Source: an optimization exercise on an open RTL-to-GDS flow (aim: small area and a short achievable clock period). Production flows keep margins and buffers that such runs may drop. In this exercise RTL edits were held to simulation tests only and were not proved equivalent to the original. Power is estimated from default activity; no workload was simulated.

==> flow/design.v <==
localparam int instrW   = 16;
localparam int regAddrW = 3;
localparam int opcW     = 5;
localparam int memAddrW = 8;
localparam int memWords = 1 << memAddrW;
localparam logic [instrW-1:0] nopInstr = 16'h0800;
localparam logic [opcW-1:0] opHalt  = 5'b00000;
localparam logic [opcW-1:0] opNop   = 5'b00001;
localparam logic [opcW-1:0] opJ     = 5'b00100;
localparam logic [opcW-1:0] opJr    = 5'b00101;
localparam logic [opcW-1:0] opJal   = 5'b00110;
localparam logic [opcW-1:0] opJalr  = 5'b00111;
localparam logic [opcW-1:0] opAddi  = 5'b01000;
localparam logic [opcW-1:0] opSubi  = 5'b01001;
localparam logic [opcW-1:0] opBeqz  = 5'b01100;
localparam logic [opcW-1:0] opBnez  = 5'b01101;
localparam logic [opcW-1:0] opSt    = 5'b10000;
localparam logic [opcW-1:0] opLd    = 5'b10001;
localparam logic [opcW-1:0] opAluR  = 5'b11011;   
localparam logic [1:0] destRs  = 2'b00;   
localparam logic [1:0] destRdR = 2'b01;   
localparam logic [1:0] destR7  = 2'b10;   
localparam logic [1:0] destRdI = 2'b11;   
localparam logic [2:0] immNone   = 3'd0;
localparam logic [2:0] imm5Sext  = 3'd1;
localparam logic [2:0] imm5Zext  = 3'd2;
localparam logic [2:0] imm8Sext  = 3'd3;
localparam logic [2:0] imm11Sext = 3'd4;
`timescale 1ns/10ps
module progCounter (
    input  logic                        clk,
    input  logic                        arstN,
    input  logic                        hold,
    input  logic                        pcSel,
    input  logic                        regJmp,
    input  logic                        jFlag,
    input  logic [15:0]                 brnchAddr,
    input  logic [15:0]                 imm,
    input  logic [15:0]                 rs,
    output logic [15:0]                 pc,
    output logic [15:0]                 colHot,
    output logic [15:0]                 rowHot
);
localparam int instrW   = 16;
localparam int regAddrW = 3;
localparam int opcW     = 5;
localparam int memAddrW = 8;
localparam int memWords = 1 << memAddrW;
localparam logic [instrW-1:0] nopInstr = 16'h0800;
localparam logic [opcW-1:0] opHalt  = 5'b00000;
localparam logic [opcW-1:0] opNop   = 5'b00001;
localparam logic [opcW-1:0] opJ     = 5'b00100;
localparam logic [opcW-1:0] opJr    = 5'b00101;
localparam logic [opcW-1:0] opJal   = 5'b00110;
localparam logic [opcW-1:0] opJalr  = 5'b00111;
localparam logic [opcW-1:0] opAddi  = 5'b01000;
localparam logic [opcW-1:0] opSubi  = 5'b01001;
localparam logic [opcW-1:0] opBeqz  = 5'b01100;
localparam logic [opcW-1:0] opBnez  = 5'b01101;
localparam logic [opcW-1:0] opSt    = 5'b10000;
localparam logic [opcW-1:0] opLd    = 5'b10001;
localparam logic [opcW-1:0] opAluR  = 5'b11011;   
localparam logic [1:0] destRs  = 2'b00;   
localparam logic [1:0] destRdR = 2'b01;   
localparam logic [1:0] destR7  = 2'b10;   
localparam logic [1:0] destRdI = 2'b11;   
localparam logic [2:0] immNone   = 3'd0;
localparam logic [2:0] imm5Sext  = 3'd1;
localparam logic [2:0] imm5Zext  = 3'd2;
localparam logic [2:0] imm8Sext  = 3'd3;
localparam logic [2:0] imm11Sext = 3'd4;
    logic [instrW-1:0] pcInc;
    logic [instrW-1:0] jrTarget;
    logic [instrW-1:0] jTarget;
    logic [instrW-1:0] ownPc;
    logic              takeBranch;
    logic [instrW-1:0] nextPc;
    assign pcInc    = pc + instrW'(2);
    assign jrTarget = rs + imm;
    assign jTarget  = pcInc + imm;
    pcPick4 ownPick (
        .a(pc), .b(jrTarget), .c(jTarget), .d(pcInc),
        .selA(hold), .selB(!hold && regJmp), .selC(!hold && !regJmp && jFlag),
        .selD(!hold && !regJmp && !jFlag), .y(ownPc)
    );
    assign takeBranch = pcSel && !hold;
    pcPick2 brPick (.a(brnchAddr), .b(ownPc), .selA(takeBranch), .y(nextPc));
    idxHot #(.L(1)) colPick (
        .pc(pc[8:0]), .pcInc(pcInc[8:0]), .br(brnchAddr[8:0]), .rs(rs[8:0]),
        .imm(imm[8:0]), .takeBranch(takeBranch), .selHold(hold),
        .selJr(!hold && regJmp), .selJ(!hold && !regJmp && jFlag),
        .selInc(!hold && !regJmp && !jFlag), .hot(colHot)
    );
    idxHot #(.L(5)) rowPick (
        .pc(pc[8:0]), .pcInc(pcInc[8:0]), .br(brnchAddr[8:0]), .rs(rs[8:0]),
        .imm(imm[8:0]), .takeBranch(takeBranch), .selHold(hold),
        .selJr(!hold && regJmp), .selJ(!hold && !regJmp && jFlag),
        .selInc(!hold && !regJmp && !jFlag), .hot(rowHot)
    );
    always_ff @(posedge clk or negedge arstN) begin
        if (!arstN) begin
            pc <= '0;
        end else begin
            pc <= nextPc;
        end
    end
endmodule
module pcPick4 (
    input  logic [15:0]                 a,
    input  logic [15:0]                 b,
    input  logic [15:0]                 c,
    input  logic [15:0]                 d,
    input  logic                        selA,
    input  logic                        selB,
    input  logic                        selC,
    input  logic                        selD,
    output logic [15:0]                 y
);
    assign y = (a & {16{selA}}) | (b & {16{selB}}) | (c & {16{selC}}) | (d & {16{selD}});
endmodule
module pcPick2 (
    input  logic [15:0]                 a,
    input  logic [15:0]                 b,
    input  logic                        selA,
    output logic [15:0]                 y
);
    assign y = selA ? a : b;
endmodule
module idxHot #(parameter int L = 1) (
    input  logic [8:0]                  pc,
    input  logic [8:0]                  pcInc,
    input  logic [8:0]                  br,
    input  logic [8:0]                  rs,
    input  logic [8:0]                  imm,
    input  logic                        takeBranch,
    input  logic                        selHold,
    input  logic                        selJr,
    input  logic                        selJ,
    input  logic                        selInc,
    output logic [15:0]                 hot
);
    function automatic logic sumIs(input logic [3:0] a, input logic [3:0] b,
                                   input logic cin, input logic [3:0] k);
        logic [3:0] c;
        c[0] = cin;
        for (int i = 1; i < 4; i++) begin
            c[i] = k[i-1] ? (a[i-1] && b[i-1]) : (a[i-1] || b[i-1]);
        end
        sumIs = ((a ^ b ^ c) == k);
    endfunction
    logic       jrCin;
    logic       jCin;
    logic [L:0] jrLow;
    logic [L:0] jLow;
    assign jrLow = {1'b0, rs[L-1:0]} + {1'b0, imm[L-1:0]};
    assign jLow  = {1'b0, pcInc[L-1:0]} + {1'b0, imm[L-1:0]};
    assign jrCin = jrLow[L];
    assign jCin  = jLow[L];
    always_comb begin
        for (int k = 0; k < 16; k++) begin
            hot[k] = takeBranch ? (br[L+3:L] == 4'(k)) :
                     ((selHold && pc[L+3:L] == 4'(k)) ||
                      (selInc && pcInc[L+3:L] == 4'(k)) ||
                      (selJr && sumIs(rs[L+3:L], imm[L+3:L], jrCin, 4'(k))) ||
                      (selJ && sumIs(pcInc[L+3:L], imm[L+3:L], jCin, 4'(k))));
        end
    end
endmodule
`timescale 1ns/10ps
module oneHot16 (
    input  logic [3:0]                  idx,
    input  logic                        en,
    output logic [15:0]                 sel
);
    always_comb begin
        for (int k = 0; k < 16; k++) begin
            sel[k] = en && (idx == 4'(k));
        end
    end
endmodule
module selOr16 (
    input  logic [15:0][15:0]           word,
    input  logic [15:0]                 sel,
    output logic [15:0]                 out
);
    always_comb begin
        out = '0;
        for (int k = 0; k < 16; k++) begin
            out = out | (word[k] & {16{sel[k]}});
        end
    end
endmodule
module fwdPick (
    input  logic [15:0]                 a,
    input  logic [15:0]                 b,
    input  logic                        selA,
    output logic [15:0]                 y
);
    assign y = selA ? a : b;
endmodule
module instrMem (
    input  logic                        clk,
    input  logic [15:0]                 colHot,
    input  logic [15:0]                 rowHot,
    input  logic                        loadEn,
    input  logic [15:0]                 loadAddr,
    input  logic [15:0]                 loadData,
    output logic [15:0]                 rdData,
    output logic                        fwd,
    output logic [15:0]                 word0
);
localparam int instrW   = 16;
localparam int regAddrW = 3;
localparam int opcW     = 5;
localparam int memAddrW = 8;
localparam int memWords = 1 << memAddrW;
localparam logic [instrW-1:0] nopInstr = 16'h0800;
localparam logic [opcW-1:0] opHalt  = 5'b00000;
localparam logic [opcW-1:0] opNop   = 5'b00001;
localparam logic [opcW-1:0] opJ     = 5'b00100;
localparam logic [opcW-1:0] opJr    = 5'b00101;
localparam logic [opcW-1:0] opJal   = 5'b00110;
localparam logic [opcW-1:0] opJalr  = 5'b00111;
localparam logic [opcW-1:0] opAddi  = 5'b01000;
localparam logic [opcW-1:0] opSubi  = 5'b01001;
localparam logic [opcW-1:0] opBeqz  = 5'b01100;
localparam logic [opcW-1:0] opBnez  = 5'b01101;
localparam logic [opcW-1:0] opSt    = 5'b10000;
localparam logic [opcW-1:0] opLd    = 5'b10001;
localparam logic [opcW-1:0] opAluR  = 5'b11011;   
localparam logic [1:0] destRs  = 2'b00;   
localparam logic [1:0] destRdR = 2'b01;   
localparam logic [1:0] destR7  = 2'b10;   
localparam logic [1:0] destRdI = 2'b11;   
localparam logic [2:0] immNone   = 3'd0;
localparam logic [2:0] imm5Sext  = 3'd1;
localparam logic [2:0] imm5Zext  = 3'd2;
localparam logic [2:0] imm8Sext  = 3'd3;
localparam logic [2:0] imm11Sext = 3'd4;
    logic [memWords-1:0][instrW-1:0] mem;
    logic [15:0][instrW-1:0]         grp;
    logic [15:0]                     colSel;
    logic [15:0]                     rowSel;
    for (genvar w = 0; w < memWords; w++) begin : g_word
        always_ff @(posedge clk) begin
            if (loadEn && loadAddr[memAddrW-1:0] == memAddrW'(w)) begin
                mem[w] <= loadData;
            end
        end
    end
    logic [15:0] ldCol;
    logic [15:0] ldRow;
    oneHot16 ldColDec (.idx(loadAddr[3:0]), .en(loadEn), .sel(ldCol));
    oneHot16 ldRowDec (.idx(loadAddr[7:4]), .en(1'b1), .sel(ldRow));
    assign fwd = |(ldCol & colHot) && |(ldRow & rowHot);
    assign colSel = colHot;
    assign rowSel = rowHot;
    for (genvar g = 0; g < 16; g++) begin : g_grp
        logic [16*instrW-1:0] grpWord;
        for (genvar k = 0; k < 16; k++) begin : g_k
            assign grpWord[k*instrW +: instrW] = mem[g*16 + k];
        end
        selOr16 grpOr (.word(grpWord), .sel(colSel), .out(grp[g]));
    end
    selOr16 rowOr (.word(grp), .sel(rowSel), .out(rdData));
    assign word0 = mem[0];
endmodule
`timescale 1ns/10ps
module ctrlDecode (
    input  logic [15:0]                 instr,
    output logic                        regWrite,
    output logic                        memEnable,
    output logic                        memWr,
    output logic                        val2Reg,
    output logic                        aluSel,
    output logic                        regJmp,
    output logic                        jFlag,
    output logic                        bFlag,
    output logic                        halt,
    output logic                        ctrlErr,
    output logic                        readsRs,
    output logic                        readsRt,
    output logic [1:0]                  linkReg,
    output logic [2:0]                  immSel,
    output logic [2:0]                  writeRegAddr,
    output logic                        valid
);
localparam int instrW   = 16;
localparam int regAddrW = 3;
localparam int opcW     = 5;
localparam int memAddrW = 8;
localparam int memWords = 1 << memAddrW;
localparam logic [instrW-1:0] nopInstr = 16'h0800;
localparam logic [opcW-1:0] opHalt  = 5'b00000;
localparam logic [opcW-1:0] opNop   = 5'b00001;
localparam logic [opcW-1:0] opJ     = 5'b00100;
localparam logic [opcW-1:0] opJr    = 5'b00101;
localparam logic [opcW-1:0] opJal   = 5'b00110;
localparam logic [opcW-1:0] opJalr  = 5'b00111;
localparam logic [opcW-1:0] opAddi  = 5'b01000;
localparam logic [opcW-1:0] opSubi  = 5'b01001;
localparam logic [opcW-1:0] opBeqz  = 5'b01100;
localparam logic [opcW-1:0] opBnez  = 5'b01101;
localparam logic [opcW-1:0] opSt    = 5'b10000;
localparam logic [opcW-1:0] opLd    = 5'b10001;
localparam logic [opcW-1:0] opAluR  = 5'b11011;   
localparam logic [1:0] destRs  = 2'b00;   
localparam logic [1:0] destRdR = 2'b01;   
localparam logic [1:0] destR7  = 2'b10;   
localparam logic [1:0] destRdI = 2'b11;   
localparam logic [2:0] immNone   = 3'd0;
localparam logic [2:0] imm5Sext  = 3'd1;
localparam logic [2:0] imm5Zext  = 3'd2;
localparam logic [2:0] imm8Sext  = 3'd3;
localparam logic [2:0] imm11Sext = 3'd4;
    logic [1:0] destSel;
    always_comb begin
        regWrite  = 1'b0;
        memEnable = 1'b0;
        memWr     = 1'b0;
        val2Reg   = 1'b0;
        aluSel    = 1'b0;
        regJmp    = 1'b0;
        jFlag     = 1'b0;
        bFlag     = 1'b0;
        halt      = 1'b0;
        ctrlErr   = 1'b0;
        readsRs   = 1'b0;
        readsRt   = 1'b0;
        linkReg   = 2'b00;
        immSel    = immNone;
        destSel   = destRdR;
        valid     = 1'b1;
        case (instr[15:11])
            opHalt: halt = 1'b1;
            opNop:  valid = 1'b0;
            opAddi, opSubi: begin
                regWrite = 1'b1;
                aluSel   = 1'b1;
                readsRs  = 1'b1;
                immSel   = imm5Sext;
                destSel  = destRdI;
            end
            opSt: begin
                memEnable = 1'b1;
                memWr     = 1'b1;
                aluSel    = 1'b1;
                readsRs   = 1'b1;
                readsRt   = 1'b1;   
                immSel    = imm5Sext;
            end
            opLd: begin
                memEnable = 1'b1;
                val2Reg   = 1'b1;
                regWrite  = 1'b1;
                aluSel    = 1'b1;
                readsRs   = 1'b1;
                immSel    = imm5Sext;
                destSel   = destRdI;
            end
            opBeqz, opBnez: begin
                bFlag   = 1'b1;   
                readsRs = 1'b1;
                immSel  = imm8Sext;
            end
            opJ: begin
                jFlag  = 1'b1;
                immSel = imm11Sext;
            end
            opJr: begin
                regJmp  = 1'b1;
                readsRs = 1'b1;
                immSel  = imm8Sext;
            end
            opJal: begin
                jFlag    = 1'b1;
                regWrite = 1'b1;
                linkReg  = 2'b01;
                immSel   = imm11Sext;
                destSel  = destR7;
            end
            opJalr: begin
                regJmp   = 1'b1;
                regWrite = 1'b1;
                readsRs  = 1'b1;
                linkReg  = 2'b10;
                immSel   = imm8Sext;
                destSel  = destR7;
            end
            opAluR: begin
                regWrite = 1'b1;
                readsRs  = 1'b1;
                readsRt  = 1'b1;
            end
            default: begin
                ctrlErr = 1'b1;
                valid   = 1'b0;
            end
        endcase
    end
    always_comb begin
        case (destSel)
            destRs:  writeRegAddr = instr[10:8];
            destRdR: writeRegAddr = instr[4:2];
            destR7:  writeRegAddr = regAddrW'(7);
            destRdI: writeRegAddr = instr[7:5];
            default: writeRegAddr = instr[4:2];
        endcase
    end
endmodule
`timescale 1ns/10ps
module hazardDetect (
    input  logic                        clk,
    input  logic                        arstN,
    input  logic [15:0]                 srcInstr,
    input  logic                        readsRs,
    input  logic                        readsRt,
    input  logic                        regWrite,
    input  logic [2:0]                  writeRegAddr,
    output logic                        nop
);
localparam int instrW   = 16;
localparam int regAddrW = 3;
localparam int opcW     = 5;
localparam int memAddrW = 8;
localparam int memWords = 1 << memAddrW;
localparam logic [instrW-1:0] nopInstr = 16'h0800;
localparam logic [opcW-1:0] opHalt  = 5'b00000;
localparam logic [opcW-1:0] opNop   = 5'b00001;
localparam logic [opcW-1:0] opJ     = 5'b00100;
localparam logic [opcW-1:0] opJr    = 5'b00101;
localparam logic [opcW-1:0] opJal   = 5'b00110;
localparam logic [opcW-1:0] opJalr  = 5'b00111;
localparam logic [opcW-1:0] opAddi  = 5'b01000;
localparam logic [opcW-1:0] opSubi  = 5'b01001;
localparam logic [opcW-1:0] opBeqz  = 5'b01100;
localparam logic [opcW-1:0] opBnez  = 5'b01101;
localparam logic [opcW-1:0] opSt    = 5'b10000;
localparam logic [opcW-1:0] opLd    = 5'b10001;
localparam logic [opcW-1:0] opAluR  = 5'b11011;   
localparam logic [1:0] destRs  = 2'b00;   
localparam logic [1:0] destRdR = 2'b01;   
localparam logic [1:0] destR7  = 2'b10;   
localparam logic [1:0] destRdI = 2'b11;   
localparam logic [2:0] immNone   = 3'd0;
localparam logic [2:0] imm5Sext  = 3'd1;
localparam logic [2:0] imm5Zext  = 3'd2;
localparam logic [2:0] imm8Sext  = 3'd3;
localparam logic [2:0] imm11Sext = 3'd4;
    logic [1:0]               slotVld;    
    logic [1:0][regAddrW-1:0] slotAddr;
    logic                     rsHit;
    logic                     rtHit;
    function automatic logic slotHit(input logic [regAddrW-1:0] src,
                                     input logic [1:0]                  vld,
                                     input logic [1:0][regAddrW-1:0] addr);
        logic hit;
        hit = 1'b0;
        for (int i = 0; i < 2; i++) begin
            if (vld[i] && addr[i] == src) begin
                hit = 1'b1;
            end
        end
        slotHit = hit;
    endfunction
    assign rsHit = readsRs && slotHit(srcInstr[10:8], slotVld, slotAddr);
    assign rtHit = readsRt && slotHit(srcInstr[7:5], slotVld, slotAddr);
    assign nop   = rsHit || rtHit;
    always_ff @(posedge clk or negedge arstN) begin
        if (!arstN) begin
            slotVld <= 2'b00;
        end else begin
            slotVld <= {slotVld[0], regWrite};
        end
    end
    always_ff @(posedge clk) begin
        slotAddr[0] <= writeRegAddr;
        slotAddr[1] <= slotAddr[0];
    end
endmodule
`timescale 1ns/10ps
module fetchStage (
    input  logic                        clk,
    input  logic                        arstN,
    input  logic                        loadEn,
    input  logic [15:0]                 loadAddr,
    input  logic [15:0]                 loadData,
    input  logic                        pcSel,
    input  logic [15:0]                 brnchAddr,
    input  logic [15:0]                 imm,
    input  logic [15:0]                 rs,
    output logic [15:0]                 pc,
    output logic [15:0]                 instrOut,
    output logic                        regWrite,
    output logic [2:0]                  writeRegAddr,
    output logic                        memEnable,
    output logic                        memWr,
    output logic                        val2Reg,
    output logic                        aluSel,
    output logic [2:0]                  immSel,
    output logic [1:0]                  linkReg,
    output logic                        ctrlErr,
    output logic                        bFlag,
    output logic                        jFlag,
    output logic                        regJmp,
    output logic                        halt,
    output logic                        valid
);
localparam int instrW   = 16;
localparam int regAddrW = 3;
localparam int opcW     = 5;
localparam int memAddrW = 8;
localparam int memWords = 1 << memAddrW;
localparam logic [instrW-1:0] nopInstr = 16'h0800;
localparam logic [opcW-1:0] opHalt  = 5'b00000;
localparam logic [opcW-1:0] opNop   = 5'b00001;
localparam logic [opcW-1:0] opJ     = 5'b00100;
localparam logic [opcW-1:0] opJr    = 5'b00101;
localparam logic [opcW-1:0] opJal   = 5'b00110;
localparam logic [opcW-1:0] opJalr  = 5'b00111;
localparam logic [opcW-1:0] opAddi  = 5'b01000;
localparam logic [opcW-1:0] opSubi  = 5'b01001;
localparam logic [opcW-1:0] opBeqz  = 5'b01100;
localparam logic [opcW-1:0] opBnez  = 5'b01101;
localparam logic [opcW-1:0] opSt    = 5'b10000;
localparam logic [opcW-1:0] opLd    = 5'b10001;
localparam logic [opcW-1:0] opAluR  = 5'b11011;   
localparam logic [1:0] destRs  = 2'b00;   
localparam logic [1:0] destRdR = 2'b01;   
localparam logic [1:0] destR7  = 2'b10;   
localparam logic [1:0] destRdI = 2'b11;   
localparam logic [2:0] immNone   = 3'd0;
localparam logic [2:0] imm5Sext  = 3'd1;
localparam logic [2:0] imm5Zext  = 3'd2;
localparam logic [2:0] imm8Sext  = 3'd3;
localparam logic [2:0] imm11Sext = 3'd4;
    logic [15:0]       colHot;
    logic [15:0]       rowHot;
    logic [instrW-1:0] nextRaw;
    logic [instrW-1:0] word0;
    logic [instrW-1:0] curWord;
    logic [18:0]       curDec;
    logic [18:0]       word0Dec;
    logic [18:0]       issueDec;
    logic [3:0]        slotIn;
    logic              rawRegJmp;
    logic              rawJFlag;
    logic              rawHalt;
    logic              nop;
    logic              afterReset;
    logic [instrW-1:0] storedRaw;
    logic              fwd;
    logic              curReadsRs;
    logic              curReadsRt;
    progCounter progCounter_i (
        .clk(clk), .arstN(arstN), .hold(nop || rawHalt), .pcSel(pcSel),
        .regJmp(rawRegJmp), .jFlag(rawJFlag), .brnchAddr(brnchAddr), .imm(imm),
        .rs(rs), .pc(pc), .colHot(colHot), .rowHot(rowHot)
    );
    instrMem instrMem_i (
        .clk(clk), .colHot(colHot), .rowHot(rowHot), .loadEn(loadEn), .loadAddr(loadAddr),
        .loadData(loadData), .rdData(storedRaw), .fwd(fwd), .word0(word0)
    );
    fwdPick pickFwd (.a(loadData), .b(storedRaw), .selA(fwd), .y(nextRaw));
    hazardDetect hazardDetect_i (
        .clk(clk), .arstN(arstN), .srcInstr(curWord), .readsRs(curReadsRs),
        .readsRt(curReadsRt), .regWrite(slotIn[3]), .writeRegAddr(slotIn[2:0]),
        .nop(nop)
    );
    always_ff @(posedge clk) begin
        curWord <= nextRaw;
    end
    always_ff @(posedge clk or negedge arstN) begin
        if (!arstN) begin
            afterReset <= 1'b1;
        end else begin
            afterReset <= 1'b0;
        end
    end
    ctrlDecode cntrl (
        .instr(curWord), .regWrite(curDec[18]), .memEnable(curDec[17]),
        .memWr(curDec[16]), .val2Reg(curDec[15]), .aluSel(curDec[14]),
        .regJmp(curDec[13]), .jFlag(curDec[12]), .bFlag(curDec[11]),
        .halt(curDec[10]), .ctrlErr(curDec[9]), .readsRs(curReadsRs), .readsRt(curReadsRt),
        .linkReg(curDec[8:7]), .immSel(curDec[6:4]), .writeRegAddr(curDec[3:1]),
        .valid(curDec[0])
    );
    ctrlDecode dec0 (
        .instr(word0), .regWrite(word0Dec[18]), .memEnable(word0Dec[17]),
        .memWr(word0Dec[16]), .val2Reg(word0Dec[15]), .aluSel(word0Dec[14]),
        .regJmp(word0Dec[13]), .jFlag(word0Dec[12]), .bFlag(word0Dec[11]),
        .halt(word0Dec[10]), .ctrlErr(word0Dec[9]), .readsRs(), .readsRt(),
        .linkReg(word0Dec[8:7]), .immSel(word0Dec[6:4]), .writeRegAddr(word0Dec[3:1]),
        .valid(word0Dec[0])
    );
    issuePick #(.W(16)) pickInstr (
        .afterReset(afterReset), .nop(nop), .resetVal(word0), .curVal(curWord),
        .nopVal(nopInstr), .y(instrOut)
    );
    issuePick #(.W(19)) pickDec (
        .afterReset(afterReset), .nop(nop), .resetVal(word0Dec), .curVal(curDec),
        .nopVal(19'd0), .y(issueDec)
    );
    issuePick #(.W(4)) pickSlot (
        .afterReset(afterReset), .nop(nop), .resetVal({word0Dec[18], word0Dec[3:1]}),
        .curVal({curDec[18], curDec[3:1]}), .nopVal(4'd0), .y(slotIn)
    );
    assign rawHalt   = afterReset ? word0Dec[10] : curDec[10];
    assign rawRegJmp = afterReset ? word0Dec[13] : curDec[13];
    assign rawJFlag  = afterReset ? word0Dec[12] : curDec[12];
    assign regWrite     = issueDec[18];
    assign memEnable    = issueDec[17];
    assign memWr        = issueDec[16];
    assign val2Reg      = issueDec[15];
    assign aluSel       = issueDec[14];
    assign regJmp       = issueDec[13];
    assign jFlag        = issueDec[12];
    assign bFlag        = issueDec[11];
    assign halt         = issueDec[10];
    assign ctrlErr      = issueDec[9];
    assign linkReg      = issueDec[8:7];
    assign immSel       = issueDec[6:4];
    assign writeRegAddr = issueDec[3:1];
    assign valid        = issueDec[0];
endmodule
module issuePick #(parameter int W = 16) (
    input  logic                        afterReset,
    input  logic                        nop,
    input  logic [W-1:0]                resetVal,
    input  logic [W-1:0]                curVal,
    input  logic [W-1:0]                nopVal,
    output logic [W-1:0]                y
);
    assign y = afterReset ? resetVal : (nop ? nopVal : curVal);
endmodule
==> flow/flow/run.sh <==
#!/bin/bash
# Standard layout with two changes to how it is made: a plain buffer on every
# port in place of the default port buffer cell, and timing repair free to
# pick any drive strength (not only cells of the same width)
# Each step's log stays in orfs/logs, make's own output in make.log
set -uo pipefail
export BUFFER_PORTS_ARGS="-buffer_cell sky130_fd_sc_hd__buf_4"
bash standard.sh MATCH_CELL_FOOTPRINT=0 finish > make.log 2>&1
==> flow/standard.sh <==
#!/bin/bash
# synth_recipe.tcl (not shown) runs the flow's synth.tcl, then flattens the netlist and writes it again
# the make line also repeats each setting of config.mk as NAME=value (left out here)
make -C /OpenROAD-flow-scripts/flow DESIGN_CONFIG=/design/flow/config.mk WORK_HOME=/design/flow/orfs CLKGATE_MAP_FILE= SYNTH_SCRIPT=/design/flow/synth_recipe.tcl "${@:-finish}"
==> flow/config.mk <==
export PLATFORM = sky130hd
export DESIGN_NAME = fetchStage
export DESIGN_NICKNAME = fetchStage
export VERILOG_FILES = /design/flow/design.v
export SDC_FILE = /design/flow/constraint.sdc
export NUM_CORES = 4
export LEC_CHECK = 0
export CAP_MARGIN = 20
export CORE_MARGIN = 2
export CORE_UTILIZATION = 50
export CTS_BUF_LIST = sky130_fd_sc_hd__clkbuf_4 sky130_fd_sc_hd__clkbuf_8 sky130_fd_sc_hd__clkbuf_16
export CTS_CLUSTER_DIAMETER = 60
export CTS_CLUSTER_SIZE = 16
export PLACE_DENSITY = 0.58
export SETUP_SLACK_MARGIN = 4.0
export SLEW_MARGIN = 20
export SYNTH_HIERARCHICAL = 1
export SYNTH_MINIMUM_KEEP_SIZE = 0
export TNS_END_PERCENT = 10
==> flow/constraint.sdc <==
create_clock -name core_clock -period 9.0 [get_ports {clk}]
set_input_delay 1.8000 -clock core_clock [delete_from_list [all_inputs] [get_ports {clk}]]
set_output_delay 1.8000 -clock core_clock [all_outputs]
set_load 0.01 [all_outputs]
==> results.sh, run 1 <==
export IMPL_io_buffers=126
export IMPL_post_route_period_util_pct=58.97
export IMPL_max_freq_mhz=188.4
export IMPL_grt_pass1_wl_mm=669.0
export IMPL_setup_viol=0
export IMPL_fin_tns_setup_ns=0
export IMPL_firstDrtPassIters=6
export IMPL_crit_path_end_kind="flip-flop"
export IMPL_slowest_stage="nand4_1"
export IMPL_ioPinCount=135
export IMPL_path_max_fanout=42
export IMPL_hold_viol=0
export IMPL_finalWirelength_mm=487.3
export IMPL_cts_tree="done"
export IMPL_crit_type="input pin to flip-flop"
export IMPL_cellPowerDensity_mw_per_mm2=259.6
export IMPL_fp_dieH_microns=566.3
export IMPL_ys_warn_count=15
export IMPL_netlist_area_sq_mm=0.1581
export IMPL_numCtsBuffers=319
export IMPL_slew_headroom_pct=14.66
export IMPL_start_util_pct=50.23
export IMPL_grt_pass1_vias=85456
export IMPL_cts_clk_slew_worst_paths_ns=0.07
export IMPL_fin_crit_ns=5.307
export IMPL_syn_area_per_cell_sq_um=18.49
export IMPL_drt_iter0_drc=12256
export IMPL_finalWeightedCongestion=0.8797
export IMPL_grt_overflow_total=0
export IMPL_die_w_microns=566.3
export IMPL_nNetsFinal=9122
export IMPL_dpl_worst_slack_ns=1.920
export IMPL_status="no timing/DRC/antenna violations"
export IMPL_worst_path_most_repeated_cell="buf_4"
export IMPL_grt_max_degree=172
export IMPL_rsz0062_at_grt="yes"
export IMPL_cap_viol_max_count=0
export IMPL_skew_ns=0.03506
export IMPL_avgRoutedWirePerCell_microns=36.77
export IMPL_cts_buffer_depth=4
export IMPL_power_leakage_nw=56.15
export IMPL_fin_ws_ns=3.693
export IMPL_cp_cell_sequence="buf_4 -> inv_1 -> ha_1 -> and3b_2 -> and4bb_4 -> a211oi_2 -> a22oi_2 -> buf_4 -> buf_4 -> buf_6 -> buf_12 -> a22o_1 -> a221oi_1 -> nand4_1 -> a221oi_4 -> nand4_1 -> mux2_4"
export IMPL_cp_required_ns=9.80
export IMPL_row_count=206
export IMPL_syn_to_final_growth_pct=12.31
export IMPL_cts_root_buf="clkbuf_16"
export IMPL_dp_hpwl_mm=266.5
export IMPL_via_count=89862
export IMPL_peakVddDrop_uv=143.3
export IMPL_antenna_found_initial=27
export IMPL_critPathArrivalTime_ns=6.11
export IMPL_drc=0
export IMPL_netlist_instances=8551
export IMPL_drv_slew=0
export IMPL_critPathLaunchType="input pin"
export IMPL_core_area_sq_mm=0.3147
export IMPL_dieArea_sq_mm=0.3207
export IMPL_ant_nets=0
export IMPL_worst_slew_pin_slew_ns=1.280
export IMPL_max_stage_delay_ns=0.59
export IMPL_hold_ws_ns=0.4050
export IMPL_drive_gt1_share_pct=17.19
export IMPL_grtUsageTotal_pct=29.50
export IMPL_clock_latency_ns=0.93
export IMPL_cts_sinks=4137
export IMPL_fillCellCount=23571
export IMPL_worstHoldPathType="flip-flop to flip-flop"
export IMPL_h_tree_depth=5
export IMPL_drt_vias_per_instance=6.781
[stage by stage]
stage / instance area [sq um] / util, % / power (mW) / cells
finish: 177600 / 56.42 / 46.09 / 13252
global route: 177600 / 56.42 / 47.28 / 13248
CTS: 176900 / 56.22 / 45.88 / 13223
detailed placement: 163800 / 52.04 / 31.23 / 12668
global placement: 163700 / 52.03 / 31.14 / 12665
floorplan: 158300 / - / 27.57 / 8592
[area by class of cell]
cell class	instances	area (sq um)	share of cell area, %
antenna	10	25.02	0.01409
tap	4160	5205	2.931
timing repair buffer	699	7133	4.017
clock inverter	90	1104	0.6215
inverter	45	168.9	0.09513
sequential	4137	124000	69.81
multi-input combinational	3768	31670	17.84
clock buffer	343	8304	4.677
[final timing paths]
check / startpoint / to / slack [ns] / depth (start not counted)
min in group asynchronous: arstN / progCounter_i.pc[11]$_DFF_PN0_ / 0.75 / 1
worst min register to register: hazardDetect_i.slotAddr[0]$_DFF_P_ / hazardDetect_i.slotAddr[3]$_DFF_P_ / 0.40 / 0
worst max-delay path: imm[1] / curWord[14]$_DFF_P_ / 3.69 / 17
worst max register to register: curWord[13]$_DFF_P_ / curWord[3]$_DFF_P_ / 3.74 / 21
max in group asynchronous: arstN / afterReset$_DFF_PN1_ / 7.96 / 1
worst min-delay path: hazardDetect_i.slotAddr[0]$_DFF_P_ / hazardDetect_i.slotAddr[3]$_DFF_P_ / 0.40 / 0
[repair_timing]
action,in CTS,in global routing
pin swaps,101,36
hold buffers,0,0
setup buffers,88,10
setup endpoints to repair,51,22
resized for setup,408,62
gates cloned,34,6
[placed cells by master, fill, tap and decap left out, types with 33 or more instances in the layout]
cell       count
a221oi_4      33
buf_6         43
edfxtp_1    4096
xnor2_1       53
a221oi_1     890
clkbuf_16    354
a21oi_1       40
a22oi_1       41
nor2_1       311
nand4_1      292
o21ai_0       33
a221oi_2     171
buf_4        527
nand3_1       54
buf_12        53
nor2_2        35
ha_1          65
inv_1         45
nand2_1      148
a22o_1      1071
mux2i_1       47
conb_1        44
[per-layer routing]
| metal | wire length [microns] | GRT usage [%] | vias up |
|---|---|---|---|
| met5 | 143 | 0.1636 | - |
| met4 | 18890 | 10.14 | 18 |
| met3 | 50580 | 6.299 | 720 |
| met2 | 223200 | 45.43 | 4906 |
| met1 | 194400 | 41.87 | 47119 |
| li1 | - | - | 37099 |
[sequential cells by signal, summed over array words and instances, names as in the netlist]
register,count
instrMem_i.mem,4096
hazardDetect_i.slotVld,2
curWord,16
progCounter_i.pc,16
afterReset,1
hazardDetect_i.slotAddr,6
[report_power, final]
| group | switching [mW] | internal, mW | total [mW] |
|---|---|---|---|
| logic | 7.04 | 3.83 | 10.9 |
| registers | 0.247 | 21.3 | 21.5 |
| clock network | 6.67 | 7.01 | 13.7 |
| total | 14.0 | 32.1 | 46.1 |
[critical path: cells and delay by family]
family                     cells  cell delay, ns
AOI/OAI and AO/OA              5            1.41
adders and majority gates      1            0.32
buffers and inverters          6            0.88
muxes                          1            0.35
and+or+nand+nor                4            1.25
==> run 2, diff against run 1 <==
--- a/flow/config.mk
+++ b/flow/config.mk
@@ -9,3 +9,3 @@
 export CORE_MARGIN = 2
-export CORE_UTILIZATION = 50
+export CORE_UTILIZATION = 56
 export CTS_BUF_LIST = sky130_fd_sc_hd__clkbuf_4 sky130_fd_sc_hd__clkbuf_8 sky130_fd_sc_hd__clkbuf_16
@@ -13,3 +13,3 @@
 export CTS_CLUSTER_SIZE = 16
-export PLACE_DENSITY = 0.58
+export PLACE_DENSITY = 0.65
 export SETUP_SLACK_MARGIN = 4.0
==> results.sh, run 2 <==
export IMPL_row_count=195
export IMPL_hold_viol=0
export IMPL_cp_required_ns=9.79
export IMPL_die_w_microns=535.3
export IMPL_critPathTopFamily="compound AO/OA/AOI/OAI gates"
export IMPL_path_buf_inv=4
export IMPL_drive_gt1_share_pct=17.40
export IMPL_cellPowerDensity_mw_per_mm2=257.0
export IMPL_grtUsageTotal_pct=32.11
export IMPL_top_register="instrMem_i.mem"
export IMPL_start_util_pct=56.15
export IMPL_skew_ns=0.02995
export IMPL_worst_path_most_repeated_cell="nand4_1"
export IMPL_status="no timing/DRC/antenna violations"
export IMPL_grt_max_degree=194
export IMPL_crit_path_end_kind="flip-flop"
export IMPL_max_freq_mhz=190.8
export IMPL_cts_tree="done"
export IMPL_netlist_area_sq_mm=0.1581
export IMPL_worst_slew_pin_slew_ns=1.208
export IMPL_drt_vias_per_instance=7.103
export IMPL_syn_to_final_growth_pct=11.99
export IMPL_critPathLaunchType="flip-flop"
export IMPL_setup_viol=0
export IMPL_stdcell_count=12806
export IMPL_syn_area_per_cell_sq_um=18.49
export IMPL_drt_iter0_drc=13357
export IMPL_numCtsBuffers=308
export IMPL_finalWirelength_mm=473.1
export IMPL_dieArea_sq_mm=0.2866
export IMPL_cap_viol_max_count=0
export IMPL_nNetsFinal=9125
export IMPL_hold_ws_ns=0.3964
export IMPL_reg_top3="instrMem_i.mem: 4096 flops, curWord: 16 flops, progCounter_i.pc: 16 flops"
export IMPL_crit_type="flip-flop to flip-flop"
export IMPL_reg2reg_depth=18
export IMPL_clock_latency_ns=0.92
export IMPL_core_area_sq_mm=0.2816
export IMPL_antenna_found_initial=17
export IMPL_slowest_stage="nand4_1"
export IMPL_via_count=90963
export IMPL_ant_nets=0
export IMPL_rsz0062_at_grt="yes"
export IMPL_grt_pass1_wl_mm=648.9
export IMPL_max_stage_delay_ns=0.70
export IMPL_h_tree_depth=5
export IMPL_finalWeightedCongestion=0.9586
export IMPL_fillCellCount=19364
export IMPL_post_route_period_util_pct=58.23
export IMPL_netlist_instances=8551
export IMPL_min_to="hazardDetect_i.slotAddr[4]$_DFF_P_"
export IMPL_avgRoutedWirePerCell_microns=36.94
export IMPL_fin_tns_setup_ns=0
export IMPL_r2r_start="curWord[9]$_DFF_P_"
export IMPL_firstDrtPassIters=6
export IMPL_power_leakage_nw=56.00
export IMPL_cts_root_buf="clkbuf_16"
export IMPL_hold_depth=0
export IMPL_drv_slew=0
export IMPL_cts_hold_buf=0
export IMPL_fin_crit_ns=5.241
export IMPL_fp_dieH_microns=535.3
export IMPL_io_buffers=126
export IMPL_min_from="hazardDetect_i.slotAddr[1]$_DFF_P_"
export IMPL_cts_buffer_depth=4
export IMPL_layout_common_cells="4096 x edfxtp_1, 1068 x a22o_1, 872 x a221oi_1"
export IMPL_r2r_slack_ns=3.76
export IMPL_drc=0
export IMPL_largest_reg_flops=4096
export IMPL_ioPinCount=135
export IMPL_ys_warn_count=15
export IMPL_slew_headroom_pct=19.47
export IMPL_cts_sinks=4137
export IMPL_final_common_cell="edfxtp_1"
export IMPL_grt_pass1_vias=85215
export IMPL_peakVddDrop_uv=146.4
export IMPL_dp_hpwl_mm=260.7
export IMPL_path_max_fanout=62
export IMPL_cts_clk_slew_worst_paths_ns=0.07
export IMPL_cp_cell_sequence="xnor2_1 -> nand4_1 -> nand2_1 -> a22o_2 -> a211o_4 -> buf_6 -> nand3b_1 -> buf_4 -> o22ai_1 -> a211oi_2 -> a22oi_2 -> buf_12 -> buf_12 -> a221oi_1 -> nand4_1 -> a221oi_2 -> nand4_1 -> mux2_4"
export IMPL_critPathArrivalTime_ns=6.03
export IMPL_reg2reg_to="curWord[14]$_DFF_P_"
export IMPL_dp_cells=12247
export IMPL_grt_overflow_total=0
export IMPL_worstHoldPathType="flip-flop to flip-flop"
## run 2: power breakdown
| part | total (mW) | internal [mW] | switching, mW | leakage [nW] |
|---|---|---|---|---|
| Sequential | 21.5 | 21.3 | 0.229 | 37.2 |
| Combinational | 11.0 | 3.92 | 7.10 | 14.5 |
| Clock | 13.0 | 6.57 | 6.39 | 4.26 |
## run 2: cell type report
class | count | area (sq um) | area share (%)
sequential | 4137 | 124000 | 70.02
inverter | 45 | 175.2 | 0.09894
clock buffer | 333 | 8018 | 4.529
timing repair buffer | 712 | 7300 | 4.123
tap | 3743 | 4683 | 2.645
multi-input combinational | 3769 | 32220 | 18.20
antenna | 17 | 42.54 | 0.02403
clock inverter | 50 | 641.9 | 0.3625
## run 2: worst max-delay path by stage
stage,start,endpoint,cells past startpoint
floorplan,imm[1],curWord[10]$_DFF_P_,15
global placement,curWord[14]$_DFF_P_,curWord[15]$_DFF_P_,17
detailed placement,curWord[14]$_DFF_P_,curWord[15]$_DFF_P_,17
CTS,curWord[11]$_DFF_P_,curWord[14]$_DFF_P_,19
global route,curWord[14]$_DFF_P_,curWord[14]$_DFF_P_,18
finish,curWord[9]$_DFF_P_,curWord[14]$_DFF_P_,18
## run 2: through the flow
step	cell area (sq um)	utilization (%)	worst slack [ns]	power [mW]
after global placement	163300	57.99	1.678	30.96
after floorplan	158300	-	3.731	27.57
after CTS	175900	62.48	3.973	44.95
final	177000	62.88	3.759	45.50
after global routing	177000	62.87	3.855	46.57
after detailed placement	163300	58.01	1.659	31.06
## run 2: what timing repair did
action,4_1_cts,5_1_grt
endpoints found under the setup margin,51,17
endpoints found under the hold margin,0,0
setup buffers,85,33
resized for setup,435,103
pin swaps,105,54
cloned,31,9
## run 2: metal layers
layer  vias up  track usage (%)  wire [microns]
met1     47205            45.62          177900
met3       788            7.259           57890
met2      5890            49.22          217900
met5         -                0              36
li1      37074                -               -
met4         6            11.46           19360
==> run 3, diff against run 2 <==
--- a/flow/design.v
+++ b/flow/design.v
@@ -538,3 +538,5 @@
     logic [15:0]       rowHot;
-    logic [instrW-1:0] nextRaw;
+    logic [instrW-1:0] storedWord;
+    logic [instrW-1:0] loadWord;
+    logic              loadWins;
     logic [instrW-1:0] word0;
@@ -563,3 +565,2 @@
     );
-    fwdPick pickFwd (.a(loadData), .b(storedRaw), .selA(fwd), .y(nextRaw));
     hazardDetect hazardDetect_i (
@@ -570,4 +571,7 @@
     always_ff @(posedge clk) begin
-        curWord <= nextRaw;
+        storedWord <= storedRaw;
+        loadWord   <= loadData;
+        loadWins   <= fwd;
     end
+    fwdPick pickFwd (.a(loadWord), .b(storedWord), .selA(loadWins), .y(curWord));
     always_ff @(posedge clk or negedge arstN) begin
==> results.sh, run 3 <==
export IMPL_dieArea_sq_mm=0.2872
export IMPL_h_tree_depth=5
export IMPL_grtUsageTotal_pct=31.52
export IMPL_cts_buffer_depth=4
export IMPL_ant_nets=0
export IMPL_fin_tns_setup_ns=0
export IMPL_setup_viol=0
export IMPL_clock_latency_ns=0.92
export IMPL_cp_required_ns=9.67
export IMPL_ioPinCount=135
export IMPL_cp_cell_sequence="mux2_4 -> nor2b_2 -> a21oi_2 -> o22ai_2 -> a22o_4 -> a211o_4 -> buf_6 -> nand3b_1 -> buf_4 -> o22ai_1 -> nor2_1 -> a32oi_4 -> buf_12 -> buf_4 -> buf_12 -> a221oi_2 -> nand4_1 -> a22o_4 -> a221oi_4 -> nand4_1"
export IMPL_largest_reg_flops=4096
export IMPL_post_route_period_util_pct=60.94
export IMPL_hold_viol=0
export IMPL_drc=0
export IMPL_critPathArrivalTime_ns=6.15
export IMPL_power_leakage_nw=56.15
export IMPL_top_register="instrMem_i.mem"
export IMPL_grt_pass1_vias=86238
export IMPL_drive_gt1_share_pct=16.63
export IMPL_grt_overflow_total=0
export IMPL_via_count=90644
export IMPL_drt_iter0_drc=13641
export IMPL_avgRoutedWirePerCell_microns=36.20
export IMPL_peakVddDrop_uv=177.0
export IMPL_rsz0062_at_grt="yes"
export IMPL_layout_common_cells="4096 x edfxtp_1, 1062 x a22o_1, 887 x a221oi_1"
export IMPL_critPathLaunchType="flip-flop"
export IMPL_skew_ns=0.05883
export IMPL_grt_pass1_wl_mm=641.9
export IMPL_max_stage_delay_ns=0.46
export IMPL_io_buffers=126
export IMPL_syn_area_per_cell_sq_um=18.49
export IMPL_fin_crit_ns=5.484
export IMPL_start_util_pct=56.22
export IMPL_slowest_stage="a221oi_4"
export IMPL_status="no timing/DRC/antenna violations"
export IMPL_drt_vias_per_instance=7.072
export IMPL_nNetsFinal=9142
export IMPL_antenna_found_initial=33
export IMPL_finalWirelength_mm=464.0
export IMPL_syn_to_final_growth_pct=11.80
export IMPL_finalWeightedCongestion=0.8854
export IMPL_worst_slew_pin_slew_ns=1.318
export IMPL_cts_clk_slew_worst_paths_ns=0.07
export IMPL_numCtsBuffers=311
export IMPL_die_w_microns=535.9
export IMPL_netlist_instances=8568
export IMPL_dp_hpwl_mm=255.4
export IMPL_hold_ws_ns=0.3831
export IMPL_cts_sinks=4154
export IMPL_crit_type="flip-flop to flip-flop"
export IMPL_ys_warn_count=15
export IMPL_cap_viol_max_count=0
export IMPL_core_area_sq_mm=0.2818
export IMPL_worstHoldPathType="flip-flop to flip-flop"
export IMPL_drv_slew=0
export IMPL_cts_tree="done"
export IMPL_row_count=195
export IMPL_cts_root_buf="clkbuf_16"
export IMPL_fp_dieH_microns=535.9
export IMPL_cellPowerDensity_mw_per_mm2=255.1
export IMPL_final_common_cell="edfxtp_1"
export IMPL_max_freq_mhz=182.3
export IMPL_netlist_area_sq_mm=0.1584
export IMPL_path_max_fanout=58
export IMPL_firstDrtPassIters=6
export IMPL_grt_max_degree=143
export IMPL_crit_path_end_kind="flip-flop"
export IMPL_slew_headroom_pct=12.15
run 3: timing repair:
action	in CTS	in global routing
gates resized for setup	355	95
endpoints found under the setup margin	52	52
pin swaps	110	59
endpoints found under the hold margin	0	0
buffers inserted	78	12
gates cloned	38	10
hold buffers	0	0
run 3: where the power goes:
part | internal [mW] | switching [mW]
Combinational | 3.80 | 6.92
Sequential | 21.4 | 0.174
Clock | 6.58 | 6.35
run 3: per-layer routing:
| metal | vias to the layer above | wire (microns) | GRT usage (%) |
|---|---|---|---|
| li1 | 37085 | - | - |
| met1 | 46967 | 177700 | 44.52 |
| met2 | 5767 | 212900 | 48.68 |
| met3 | 809 | 55410 | 7.197 |
| met4 | 16 | 17810 | 10.90 |
| met5 | - | 116 | 0 |
run 3: path summary, 6_finish.rpt:
kind	from	endpoint	slack, ns	cells past startpoint
worst min register to register	hazardDetect_i.slotAddr[1]$_DFF_P_	hazardDetect_i.slotAddr[4]$_DFF_P_	0.38	0
worst min-delay path	hazardDetect_i.slotAddr[1]$_DFF_P_	hazardDetect_i.slotAddr[4]$_DFF_P_	0.38	0
worst max-delay path	loadWins$_DFF_P_	storedWord[10]$_DFF_P_	3.52	20
min in group asynchronous	arstN	hazardDetect_i.slotVld[0]$_DFF_PN0_	0.80	1
max in group asynchronous	arstN	afterReset$_DFF_PN1_	7.90	1
worst max register to register	loadWins$_DFF_P_	storedWord[10]$_DFF_P_	3.52	20
run 3: worst max-delay path: cells and delay by family, from the launching register on:
kind	cells	cell delay, ns
compound gates	9	2.38
buf+inv	5	0.80
flops	1	0.43
mux	1	0.36
simple gates	5	1.13
run 3: area by class of cell:
cell class,instances,area [sq um]
Inverter,45,168.9
Antenna cell,14,35.03
Timing Repair Buffer,707,7333
Tap cell,3743,4683
Clock buffer,345,8160
Clock inverter,39,496.7
Sequential cell,4154,124300
Multi-Input combinational cell,3771,31990
Fill cell,19165,104700
run 3: per-stage QoR:
step	setup WS [ns]	power [mW]	util, %	std cells	cell area, sq um
global route	3.585	46.30	62.85	12812	177100
CTS	3.817	44.75	62.52	12778	176200
detailed placement	1.365	31.02	58.18	12278	164000
finish	3.516	45.18	62.86	12818	177100
global placement	1.429	30.90	58.16	12274	163900
floorplan	3.993	27.65	-	8609	158800

[port drivers added, routing unchanged]
How much do the figures lean on ideal ports? The routed layouts below were timed once more, with nothing changed but the port constraints. Step 1 assumes that a clkbuf_16 drives the clock port and a buf_2 every other input. Step 2 times the ports against the registers' clock, not the clock port: input delays grow and output delays shrink by t, the midpoint of the rising clock arrivals with the driver on. Slacks: ideal / step 1 / step 2; pairs: ideal / step 1.
run | t (ns) | setup slack, ns | cell pins on the clock port's net
run 1 | 1.027 | 3.693 / 3.738 / 2.738 | 1
run 2 | 1.012 | 3.759 / 3.759 / 2.799 | 1
run 3 | 0.984 | 3.516 / 3.516 / 2.710 | 1
After both steps setup and hold are still met in every run listed. The setup slack of run 2, which loses most, moves by 0.000 ns with the drivers and by -0.960 ns with both steps.
